What follows belongs to an exercise in optimizing a design on an open flow for small area, a short achievable clock period and few clock cycles per item; a production flow would make more cautious choices.
Function was checked by simulation only, so behaviour that the tests miss may differ from the original.

==> 05-21 <==
==> flow/design.v <==
`default_nettype none
package mmu_pkg;
    localparam int page_base_width = 3;
    localparam int page_index_width = 8;
    localparam int offset_width = 11;
    localparam int logical_width = 16;
    localparam int physical_width = 19;
    localparam int frame_width = 8;
    localparam int data_width = 8;
    localparam int table_entries = 1 << page_index_width;
    typedef logic [logical_width-1:0] logical_addr_t;
    typedef logic [physical_width-1:0] physical_addr_t;
    typedef logic [frame_width-1:0] frame_t;  
    typedef logic [data_width-1:0] data_t;
    typedef enum logic [1:0] {
        op_read = 2'b00,
        op_write = 2'b01,
        op_load_page = 2'b10
    } opcode_t;
    typedef struct packed {
        logic [page_index_width-1:0] index;
        frame_t frame;
    } page_load_t;
    typedef union packed {
        logical_addr_t address;
        page_load_t load;
    } request_payload_u;
    typedef struct packed {
        opcode_t opcode;
        request_payload_u payload;
        data_t write_data;  
    } request_t;
    typedef struct packed {
        data_t read_data;
        logic write;
        logic bad_page;
    } response_t;
endpackage
`default_nettype wire
`default_nettype none
module page_translator (
    input logic clock,
    input logic reset,
    input logic [15:0] index_high,  
    input logic [15:0] index_low,   
    input logic load,               
    input mmu_pkg::frame_t frame_in,
    output logic [3:0][mmu_pkg::frame_width-1:0] quarters  
);
    localparam int table_entries = mmu_pkg::table_entries;
    logic [table_entries-1:0][mmu_pkg::frame_width-1:0] page_table;
    logic clear;
    logic [table_entries-1:0] select;
    mmu_pkg::frame_t write_frame;
    logic [15:0] write_high;
    logic [15:0] write_low;
    logic [table_entries-1:0] write_enable;
    logic [3:0][mmu_pkg::frame_width-1:0] quarter_select;
    always_comb begin
        for (int i = 0; i < table_entries; i++) begin
            select[i] = index_high[i / 16] && index_low[i % 16];
        end
    end
    always_comb begin
        for (int i = 0; i < 16; i++) begin
            write_high[i] = clear || (load && index_high[i]);
            write_low[i] = clear || index_low[i];
        end
        for (int i = 0; i < table_entries; i++) begin
            write_enable[i] = write_high[i / 16] && write_low[i % 16];
        end
    end
    always_comb begin
        quarter_select = '0;
        for (int i = 0; i < table_entries; i++) begin
            quarter_select[i / 64] = quarter_select[i / 64]
                | (page_table[i] & {mmu_pkg::frame_width{select[i]}});
        end
    end
    assign write_frame = clear ? '0 : frame_in;
    always_ff @(posedge clock or posedge reset) begin
        if (reset) begin
            clear <= 1'b1;
        end else begin
            clear <= 1'b0;
        end
    end
    always_ff @(posedge clock) begin
        for (int i = 0; i < table_entries; i++) begin
            if (write_enable[i]) begin
                page_table[i] <= write_frame;
            end
        end
        quarters <= quarter_select;
    end
endmodule
`default_nettype wire
`default_nettype none
module op_queue #(
    parameter int depth = 4
) (
    input logic clock,
    input logic reset,
    input mmu_pkg::response_t in_data,
    input logic in_valid,
    output mmu_pkg::response_t response,
    output logic response_valid,
    input logic response_ready
);
    localparam int pointer_width = $clog2(depth);
    logic [depth-1:0][mmu_pkg::data_width+1:0] entries;
    logic [pointer_width-1:0] write_ptr;
    logic [pointer_width-1:0] read_ptr;
    logic [pointer_width:0] count;
    logic pop;
    logic advance;       
    logic from_queue;    
    logic push;          
    assign pop = response_valid && response_ready;
    assign advance = !response_valid || pop;
    assign from_queue = (count != '0);
    assign push = in_valid && !(advance && !from_queue);
    always_ff @(posedge clock or posedge reset) begin
        if (reset) begin
            response_valid <= 1'b0;
            count <= '0;
            write_ptr <= '0;
            read_ptr <= '0;
        end else begin
            if (advance) begin
                response_valid <= from_queue || in_valid;
            end
            if (push) begin
                write_ptr <= write_ptr + 1'b1;
            end
            if (advance && from_queue) begin
                read_ptr <= read_ptr + 1'b1;
            end
            count <= count + {{pointer_width{1'b0}}, push}
                - {{pointer_width{1'b0}}, advance && from_queue};
        end
    end
    always_ff @(posedge clock) begin
        if (advance) begin
            response <= from_queue ? entries[read_ptr] : in_data;
        end
        for (int i = 0; i < depth; i++) begin
            if (push && write_ptr == pointer_width'(i)) begin
                entries[i] <= in_data;
            end
        end
    end
endmodule
`default_nettype wire
`default_nettype none
module bus_cycle_unit (
    input logic clock,
    input logic reset,
    input logic issue,           
    input logic issue_write,
    input mmu_pkg::physical_addr_t issue_address,
    input mmu_pkg::data_t issue_data,
    output mmu_pkg::physical_addr_t address_bus,
    output mmu_pkg::data_t data_out,
    input mmu_pkg::data_t data_in,
    output logic write_en,
    output mmu_pkg::response_t result,
    output logic result_valid
);
    logic busy;            
    logic use_latch;       
    logic bad_page;
    always_ff @(posedge clock or posedge reset) begin
        if (reset) begin
            busy <= 1'b0;
            write_en <= 1'b0;
            data_out <= '0;
        end else begin
            busy <= issue;
            write_en <= issue && issue_write;
            if (issue && issue_write) begin
                data_out <= issue_data;
            end
        end
    end
    always_ff @(posedge clock) begin
        address_bus <= issue_address;
        use_latch <= issue_write || (issue_address[18:8] == '0);
        bad_page <= (&issue_address[18:13]) && issue_address[11];
    end
    assign result_valid = busy;
    assign result.read_data = use_latch ? data_out : data_in;
    assign result.write = write_en;
    assign result.bad_page = bad_page;
endmodule
`default_nettype wire
`default_nettype none
module cpu6_mmu #(
    parameter int queue_depth = 4
) (
    input logic clock,
    input logic reset,
    input logic [mmu_pkg::page_base_width-1:0] page_base,
    input mmu_pkg::request_t request,
    input logic request_valid,
    output logic request_ready,
    output mmu_pkg::response_t response,
    output logic response_valid,
    input logic response_ready,
    output mmu_pkg::physical_addr_t address_bus,
    output mmu_pkg::data_t data_out,
    input mmu_pkg::data_t data_in,
    output logic write_en
);
    localparam int room = queue_depth + 1;
    logic issue_valid;
    logic issue_load;
    logic issue_write;
    logic [15:0] issue_high;  
    logic [15:0] issue_low;
    logic [mmu_pkg::offset_width-1:0] issue_offset;  
    mmu_pkg::data_t issue_data;
    logic lookup_valid;
    logic lookup_write;
    logic [mmu_pkg::offset_width-1:0] lookup_offset;
    mmu_pkg::data_t lookup_data;
    logic [3:0][mmu_pkg::frame_width-1:0] lookup_quarters;
    logic accept;
    logic accept_access;
    logic request_load;
    logic [mmu_pkg::page_index_width-1:0] request_index;
    logic [2:0] outstanding;  
    logic [2:0] outstanding_next;
    mmu_pkg::frame_t frame;
    mmu_pkg::response_t result;
    logic result_valid;
    assign accept = request_valid && request_ready;
    assign request_load = (request.opcode == mmu_pkg::op_load_page);
    assign accept_access = accept && !request_load;
    assign request_index = request_load ? request.payload.load.index
        : {page_base, request.payload.address[15:11]};
    assign outstanding_next = outstanding + 3'(accept_access)
        - 3'(response_valid && response_ready);
    always_ff @(posedge clock or posedge reset) begin
        if (reset) begin
            outstanding <= '0;
            request_ready <= 1'b1;
            issue_valid <= 1'b0;
            lookup_valid <= 1'b0;
        end else begin
            outstanding <= outstanding_next;
            request_ready <= (outstanding_next < 3'(room));
            issue_valid <= accept;
            lookup_valid <= issue_valid && !issue_load;
        end
    end
    always_ff @(posedge clock) begin
        issue_load <= request_load;
        issue_write <= (request.opcode == mmu_pkg::op_write);
        for (int i = 0; i < 16; i++) begin
            issue_high[i] <= (request_index[7:4] == 4'(i));
            issue_low[i] <= (request_index[3:0] == 4'(i));
        end
        issue_offset <= request.payload.address[10:0];
        issue_data <= request.write_data;
        lookup_write <= issue_write;
        lookup_offset <= issue_offset;
        lookup_data <= issue_data;
    end
    page_translator u_translator (
        .clock(clock),
        .reset(reset),
        .index_high(issue_high),
        .index_low(issue_low),
        .load(issue_valid && issue_load),
        .frame_in(issue_offset[7:0]),
        .quarters(lookup_quarters)
    );
    assign frame = lookup_quarters[0] | lookup_quarters[1] | lookup_quarters[2]
        | lookup_quarters[3];
    bus_cycle_unit u_bus (
        .clock(clock),
        .reset(reset),
        .issue(lookup_valid),
        .issue_write(lookup_write),
        .issue_address({frame, lookup_offset}),
        .issue_data(lookup_data),
        .address_bus(address_bus),
        .data_out(data_out),
        .data_in(data_in),
        .write_en(write_en),
        .result(result),
        .result_valid(result_valid)
    );
    op_queue #(
        .depth(queue_depth)
    ) u_queue (
        .clock(clock),
        .reset(reset),
        .in_data(result),
        .in_valid(result_valid),
        .response(response),
        .response_valid(response_valid),
        .response_ready(response_ready)
    );
endmodule
`default_nettype wire
==> flow/flow/run.sh <==
#!/bin/bash
# Standard layout, with the port buffers made from plain buffers (buffer_ports
# otherwise picks a delay buffer, which slows every input and output path).
set -euo pipefail
export BUFFER_PORTS_ARGS="-buffer_cell sky130_fd_sc_hd__buf_2"
bash standard.sh finish > make_flow.log 2>&1
==> flow/standard.sh <==
#!/bin/bash
# synth_recipe.tcl (not shown) runs the flow's synth.tcl, then flattens the netlist and writes it again
# the make line also repeats each setting of config.mk as NAME=value (left out here)
make -C /OpenROAD-flow-scripts/flow DESIGN_CONFIG=/design/flow/config.mk WORK_HOME=/design/flow/orfs CLKGATE_MAP_FILE= SYNTH_SCRIPT=/design/flow/synth_recipe.tcl "${@:-finish}"
==> flow/config.mk <==
export PLATFORM = sky130hd
export DESIGN_NAME = cpu6_mmu
export DESIGN_NICKNAME = cpu6_mmu
export VERILOG_FILES = /design/flow/design.v
export SDC_FILE = /design/flow/constraint.sdc
export NUM_CORES = 4
export LEC_CHECK = 0
export CAP_MARGIN = 20
export CORE_MARGIN = 2
export CORE_UTILIZATION = 55
export SETUP_SLACK_MARGIN = 4.8
export SLEW_MARGIN = 20
==> flow/constraint.sdc <==
create_clock -name core_clock -period 8.0 [get_ports {clock}]
set_input_delay 1.6000 -clock core_clock [delete_from_list [all_inputs] [get_ports {clock}]]
set_output_delay 1.6000 -clock core_clock [all_outputs]
set_load 0.01 [all_outputs]
==> 09-05 (differences from 05-21) <==
--- a/flow/design.v
+++ b/flow/design.v
@@ -45,3 +45,4 @@
     input logic [15:0] index_low,   
-    input logic load,               
+    input logic [15:0] load_high_n,  
+    input logic [15:0] load_low_n,   
     input mmu_pkg::frame_t frame_in,
@@ -51,7 +52,3 @@
     logic [table_entries-1:0][mmu_pkg::frame_width-1:0] page_table;
-    logic clear;
     logic [table_entries-1:0] select;
-    mmu_pkg::frame_t write_frame;
-    logic [15:0] write_high;
-    logic [15:0] write_low;
     logic [table_entries-1:0] write_enable;
@@ -64,8 +61,4 @@
     always_comb begin
-        for (int i = 0; i < 16; i++) begin
-            write_high[i] = clear || (load && index_high[i]);
-            write_low[i] = clear || index_low[i];
-        end
         for (int i = 0; i < table_entries; i++) begin
-            write_enable[i] = write_high[i / 16] && write_low[i % 16];
+            write_enable[i] = !(load_high_n[i / 16] || load_low_n[i % 16]);
         end
@@ -79,10 +72,2 @@
     end
-    assign write_frame = clear ? '0 : frame_in;
-    always_ff @(posedge clock or posedge reset) begin
-        if (reset) begin
-            clear <= 1'b1;
-        end else begin
-            clear <= 1'b0;
-        end
-    end
     always_ff @(posedge clock) begin
@@ -90,3 +75,3 @@
             if (write_enable[i]) begin
-                page_table[i] <= write_frame;
+                page_table[i] <= frame_in;
             end
@@ -220,3 +205,6 @@
     logic [15:0] issue_low;
-    logic [mmu_pkg::offset_width-1:0] issue_offset;  
+    logic [15:0] issue_load_high_n;  
+    logic [15:0] issue_load_low_n;   
+    logic [mmu_pkg::offset_width-1:8] issue_offset_top;
+    mmu_pkg::frame_t issue_offset_low;  
     mmu_pkg::data_t issue_data;
@@ -231,4 +219,5 @@
     logic [mmu_pkg::page_index_width-1:0] request_index;
-    logic [2:0] outstanding;  
-    logic [2:0] outstanding_next;
+    logic [mmu_pkg::page_index_width-1:0] load_index;
+    logic response_taken;
+    logic [room-1:0] outstanding;
     mmu_pkg::frame_t frame;
@@ -239,6 +228,5 @@
     assign accept_access = accept && !request_load;
-    assign request_index = request_load ? request.payload.load.index
-        : {page_base, request.payload.address[15:11]};
-    assign outstanding_next = outstanding + 3'(accept_access)
-        - 3'(response_valid && response_ready);
+    assign request_index = {page_base, request.payload.address[15:11]};  
+    assign load_index = request.payload.load.index;
+    assign response_taken = response_valid && response_ready;
     always_ff @(posedge clock or posedge reset) begin
@@ -249,5 +237,18 @@
             lookup_valid <= 1'b0;
+            issue_load_high_n <= '0;
+            issue_load_low_n <= '0;
+            issue_offset_low <= '0;
         end else begin
-            outstanding <= outstanding_next;
-            request_ready <= (outstanding_next < 3'(room));
+            if (accept_access && !response_taken) begin
+                outstanding <= {outstanding[room-2:0], 1'b1};
+            end else if (response_taken && !accept_access) begin
+                outstanding <= {1'b0, outstanding[room-1:1]};
+            end
+            request_ready <= !(outstanding[room-1] && !response_taken)
+                && !(outstanding[room-2] && accept_access && !response_taken);
+            for (int i = 0; i < 16; i++) begin
+                issue_load_high_n[i] <= !(accept && request_load && load_index[7:4] == 4'(i));
+                issue_load_low_n[i] <= (load_index[3:0] != 4'(i));
+            end
+            issue_offset_low <= request.payload.address[7:0];
             issue_valid <= accept;
@@ -263,6 +264,6 @@
         end
-        issue_offset <= request.payload.address[10:0];
+        issue_offset_top <= request.payload.address[10:8];
         issue_data <= request.write_data;
         lookup_write <= issue_write;
-        lookup_offset <= issue_offset;
+        lookup_offset <= {issue_offset_top, issue_offset_low};
         lookup_data <= issue_data;
@@ -274,4 +275,5 @@
         .index_low(issue_low),
-        .load(issue_valid && issue_load),
-        .frame_in(issue_offset[7:0]),
+        .load_high_n(issue_load_high_n),
+        .load_low_n(issue_load_low_n),
+        .frame_in(issue_offset_low),
         .quarters(lookup_quarters)
CORE_UTILIZATION = 62   (was 55)
CTS_CLUSTER_DIAMETER = 100   (was default)
CTS_CLUSTER_SIZE = 20   (was default)
SETUP_SLACK_MARGIN = 5.0   (was 4.8)
==> 04-13 (differences from 05-21) <==
--- a/flow/design.v
+++ b/flow/design.v
@@ -43,7 +43,7 @@
     input logic reset,
-    input logic [15:0] index_high,  
-    input logic [15:0] index_low,   
-    input logic load,               
+    input logic [15:0] index_high_n,  
+    input logic [15:0] index_low_n,   
+    input logic [15:0] load_high_n,   
     input mmu_pkg::frame_t frame_in,
-    output logic [3:0][mmu_pkg::frame_width-1:0] quarters  
+    output mmu_pkg::frame_t frame_out  
 );
@@ -51,36 +51,18 @@
     logic [table_entries-1:0][mmu_pkg::frame_width-1:0] page_table;
-    logic clear;
     logic [table_entries-1:0] select;
-    mmu_pkg::frame_t write_frame;
-    logic [15:0] write_high;
-    logic [15:0] write_low;
     logic [table_entries-1:0] write_enable;
-    logic [3:0][mmu_pkg::frame_width-1:0] quarter_select;
-    always_comb begin
-        for (int i = 0; i < table_entries; i++) begin
-            select[i] = index_high[i / 16] && index_low[i % 16];
-        end
-    end
-    always_comb begin
-        for (int i = 0; i < 16; i++) begin
-            write_high[i] = clear || (load && index_high[i]);
-            write_low[i] = clear || index_low[i];
-        end
-        for (int i = 0; i < table_entries; i++) begin
-            write_enable[i] = write_high[i / 16] && write_low[i % 16];
-        end
-    end
-    always_comb begin
-        quarter_select = '0;
-        for (int i = 0; i < table_entries; i++) begin
-            quarter_select[i / 64] = quarter_select[i / 64]
-                | (page_table[i] & {mmu_pkg::frame_width{select[i]}});
-        end
-    end
-    assign write_frame = clear ? '0 : frame_in;
-    always_ff @(posedge clock or posedge reset) begin
-        if (reset) begin
-            clear <= 1'b1;
-        end else begin
-            clear <= 1'b0;
+    always_comb begin
+        for (int i = 0; i < table_entries; i++) begin
+            select[i] = !(index_high_n[i / 16] || index_low_n[i % 16]);
+        end
+    end
+    always_comb begin
+        for (int i = 0; i < table_entries; i++) begin
+            write_enable[i] = !(load_high_n[i / 16] || index_low_n[i % 16]);
+        end
+    end
+    always_comb begin
+        frame_out = '0;
+        for (int i = 0; i < table_entries; i++) begin
+            frame_out = frame_out | (page_table[i] & {mmu_pkg::frame_width{select[i]}});
         end
@@ -90,6 +72,5 @@
             if (write_enable[i]) begin
-                page_table[i] <= write_frame;
-            end
-        end
-        quarters <= quarter_select;
+                page_table[i] <= frame_in;
+            end
+        end
     end
@@ -133,6 +114,6 @@
             if (push) begin
-                write_ptr <= write_ptr + 1'b1;
+                write_ptr <= (write_ptr == pointer_width'(depth - 1)) ? '0 : write_ptr + 1'b1;
             end
             if (advance && from_queue) begin
-                read_ptr <= read_ptr + 1'b1;
+                read_ptr <= (read_ptr == pointer_width'(depth - 1)) ? '0 : read_ptr + 1'b1;
             end
@@ -169,5 +150,4 @@
 );
-    logic busy;            
-    logic use_latch;       
-    logic bad_page;
+    logic busy;          
+    logic register_space;
     always_ff @(posedge clock or posedge reset) begin
@@ -187,9 +167,8 @@
         address_bus <= issue_address;
-        use_latch <= issue_write || (issue_address[18:8] == '0);
-        bad_page <= (&issue_address[18:13]) && issue_address[11];
-    end
+    end
+    assign register_space = (address_bus[18:8] == '0);
     assign result_valid = busy;
-    assign result.read_data = use_latch ? data_out : data_in;
+    assign result.read_data = (write_en || register_space) ? data_out : data_in;
     assign result.write = write_en;
-    assign result.bad_page = bad_page;
+    assign result.bad_page = (&address_bus[18:13]) && address_bus[11];
 endmodule
@@ -198,3 +177,3 @@
 module cpu6_mmu #(
-    parameter int queue_depth = 4
+    parameter int queue_depth = 3
 ) (
@@ -218,11 +197,8 @@
     logic issue_write;
-    logic [15:0] issue_high;  
-    logic [15:0] issue_low;
-    logic [mmu_pkg::offset_width-1:0] issue_offset;  
+    logic [15:0] issue_high_n;
+    logic [15:0] issue_low_n;
+    logic [15:0] issue_load_high_n;  
+    logic [mmu_pkg::offset_width-1:8] issue_offset_top;
+    mmu_pkg::frame_t issue_offset_low;  
     mmu_pkg::data_t issue_data;
-    logic lookup_valid;
-    logic lookup_write;
-    logic [mmu_pkg::offset_width-1:0] lookup_offset;
-    mmu_pkg::data_t lookup_data;
-    logic [3:0][mmu_pkg::frame_width-1:0] lookup_quarters;
     logic accept;
@@ -230,3 +206,6 @@
     logic request_load;
-    logic [mmu_pkg::page_index_width-1:0] request_index;
+    logic [15:0] load_high;  
+    logic [15:0] load_low;
+    logic [15:0] access_high;
+    logic [15:0] access_low;
     logic [2:0] outstanding;  
@@ -239,4 +218,10 @@
     assign accept_access = accept && !request_load;
-    assign request_index = request_load ? request.payload.load.index
-        : {page_base, request.payload.address[15:11]};
+    always_comb begin
+        for (int i = 0; i < 16; i++) begin
+            load_high[i] = (request.payload.load.index[7:4] == 4'(i));
+            load_low[i] = (request.payload.load.index[3:0] == 4'(i));
+            access_high[i] = ({page_base, request.payload.address[15]} == 4'(i));
+            access_low[i] = (request.payload.address[14:11] == 4'(i));
+        end
+    end
     assign outstanding_next = outstanding + 3'(accept_access)
@@ -248,4 +233,11 @@
             issue_valid <= 1'b0;
-            lookup_valid <= 1'b0;
+            issue_load_high_n <= '0;
+            issue_low_n <= '0;
+            issue_offset_low <= '0;
         end else begin
+            for (int i = 0; i < 16; i++) begin
+                issue_load_high_n[i] <= !(accept && request_load && load_high[i]);
+                issue_low_n[i] <= !(request_load ? load_low[i] : access_low[i]);
+            end
+            issue_offset_low <= request.payload.address[7:0];
             outstanding <= outstanding_next;
@@ -253,3 +245,2 @@
             issue_valid <= accept;
-            lookup_valid <= issue_valid && !issue_load;
         end
@@ -260,10 +251,6 @@
         for (int i = 0; i < 16; i++) begin
-            issue_high[i] <= (request_index[7:4] == 4'(i));
-            issue_low[i] <= (request_index[3:0] == 4'(i));
-        end
-        issue_offset <= request.payload.address[10:0];
+            issue_high_n[i] <= !access_high[i];  
+        end
+        issue_offset_top <= request.payload.address[10:8];
         issue_data <= request.write_data;
-        lookup_write <= issue_write;
-        lookup_offset <= issue_offset;
-        lookup_data <= issue_data;
     end
@@ -272,10 +259,8 @@
         .reset(reset),
-        .index_high(issue_high),
-        .index_low(issue_low),
-        .load(issue_valid && issue_load),
-        .frame_in(issue_offset[7:0]),
-        .quarters(lookup_quarters)
+        .index_high_n(issue_high_n),
+        .index_low_n(issue_low_n),
+        .load_high_n(issue_load_high_n),
+        .frame_in(issue_offset_low),
+        .frame_out(frame)
     );
-    assign frame = lookup_quarters[0] | lookup_quarters[1] | lookup_quarters[2]
-        | lookup_quarters[3];
     bus_cycle_unit u_bus (
@@ -283,6 +268,6 @@
         .reset(reset),
-        .issue(lookup_valid),
-        .issue_write(lookup_write),
-        .issue_address({frame, lookup_offset}),
-        .issue_data(lookup_data),
+        .issue(issue_valid && !issue_load),
+        .issue_write(issue_write),
+        .issue_address({frame, issue_offset_top, issue_offset_low}),
+        .issue_data(issue_data),
         .address_bus(address_bus),
CTS_CLUSTER_DIAMETER = 100   (was default)
CTS_CLUSTER_SIZE = 20   (was default)
==> results list <==
* Run status: complete, no violations
* Starting density of the core: 62.3%
- Seq cells: 2282
* Worst flop-to-flop path endpoint: u_translator.quarters[10]$_DFF_P_
* Most frequent cells after synthesis: 2098 x edfxtp_1, 600 x a22oi_1, 379 x a22o_1
* Sequential cell area: 67100 um2
- The final layout contains 4698 nets.
the above is filed under 09-05

==> results list <==
- Sequential cell area: 65400 um2
- For this run, the post-layout net count is 4999.
* Run status: complete, no violations
* Starting density of the core: 55.5%
- Number of port buffers: 80
- Most frequent cells after synthesis: 2088 x edfxtp_1, 444 x a22oi_1, 346 x nor2_1
- The endpoint identified for the worst register-to-register timing path is u_bus.address_bus[16]$_DFF_P_.
* Seq cells: 2199
the above is filed under 04-13

==> results list <==
- Starting density of the core: 55.5%
- Run status: complete, no violations
* Worst flop-to-flop path endpoint: u_translator.page_table[2015]$_DFFE_PP_
- The commonest cells after synthesis are 2098 x edfxtp_1, 600 x a22oi_1, 379 x a22o_1.
- Nets@finish: 4772
- Sequential cell area: 66200 um2
- There are 2249 flip-flops and latches.
the above is filed under 05-21

Testbench counts of 05-21, summed over its fixed seeds: cycles 20,031, responses 18,164.
Testbench counts of 09-05, summed over its fixed seeds: cycles 20,031, responses 18,164.
Testbench counts of 04-13, summed over its fixed seeds: cycles 20,023, responses 18,164.

## what the ideal ports hide
The results above use ideal ports. As a check the final layouts listed here were re-extracted and re-timed, cells and wires unchanged.
Step 1 assumes that a clkbuf_16 drives the clock port and a buf_2 every other input.
Step 2 also shifts input and output timing later by t, the mid clock arrival at the registers, as if the neighbouring blocks saw the same clock.
Slacks: no drivers / after step 1 / after step 2; pairs: no drivers / after step 1.
run | t, ns | slack for setup (ns) | cell pins on the clock port's net
05-21 | 0.891 | 4.898 / 4.866 / 4.208 | 1
09-05 | 0.860 | 4.973 / 4.896 / 4.782 | 1
04-13 | 0.870 | 4.674 / 4.674 / 4.307 | 1
After both steps setup and hold are still met in every run listed. For 05-21, which loses most, drivers alone change the setup slack by -0.032 ns; drivers and shift together by -0.690 ns.
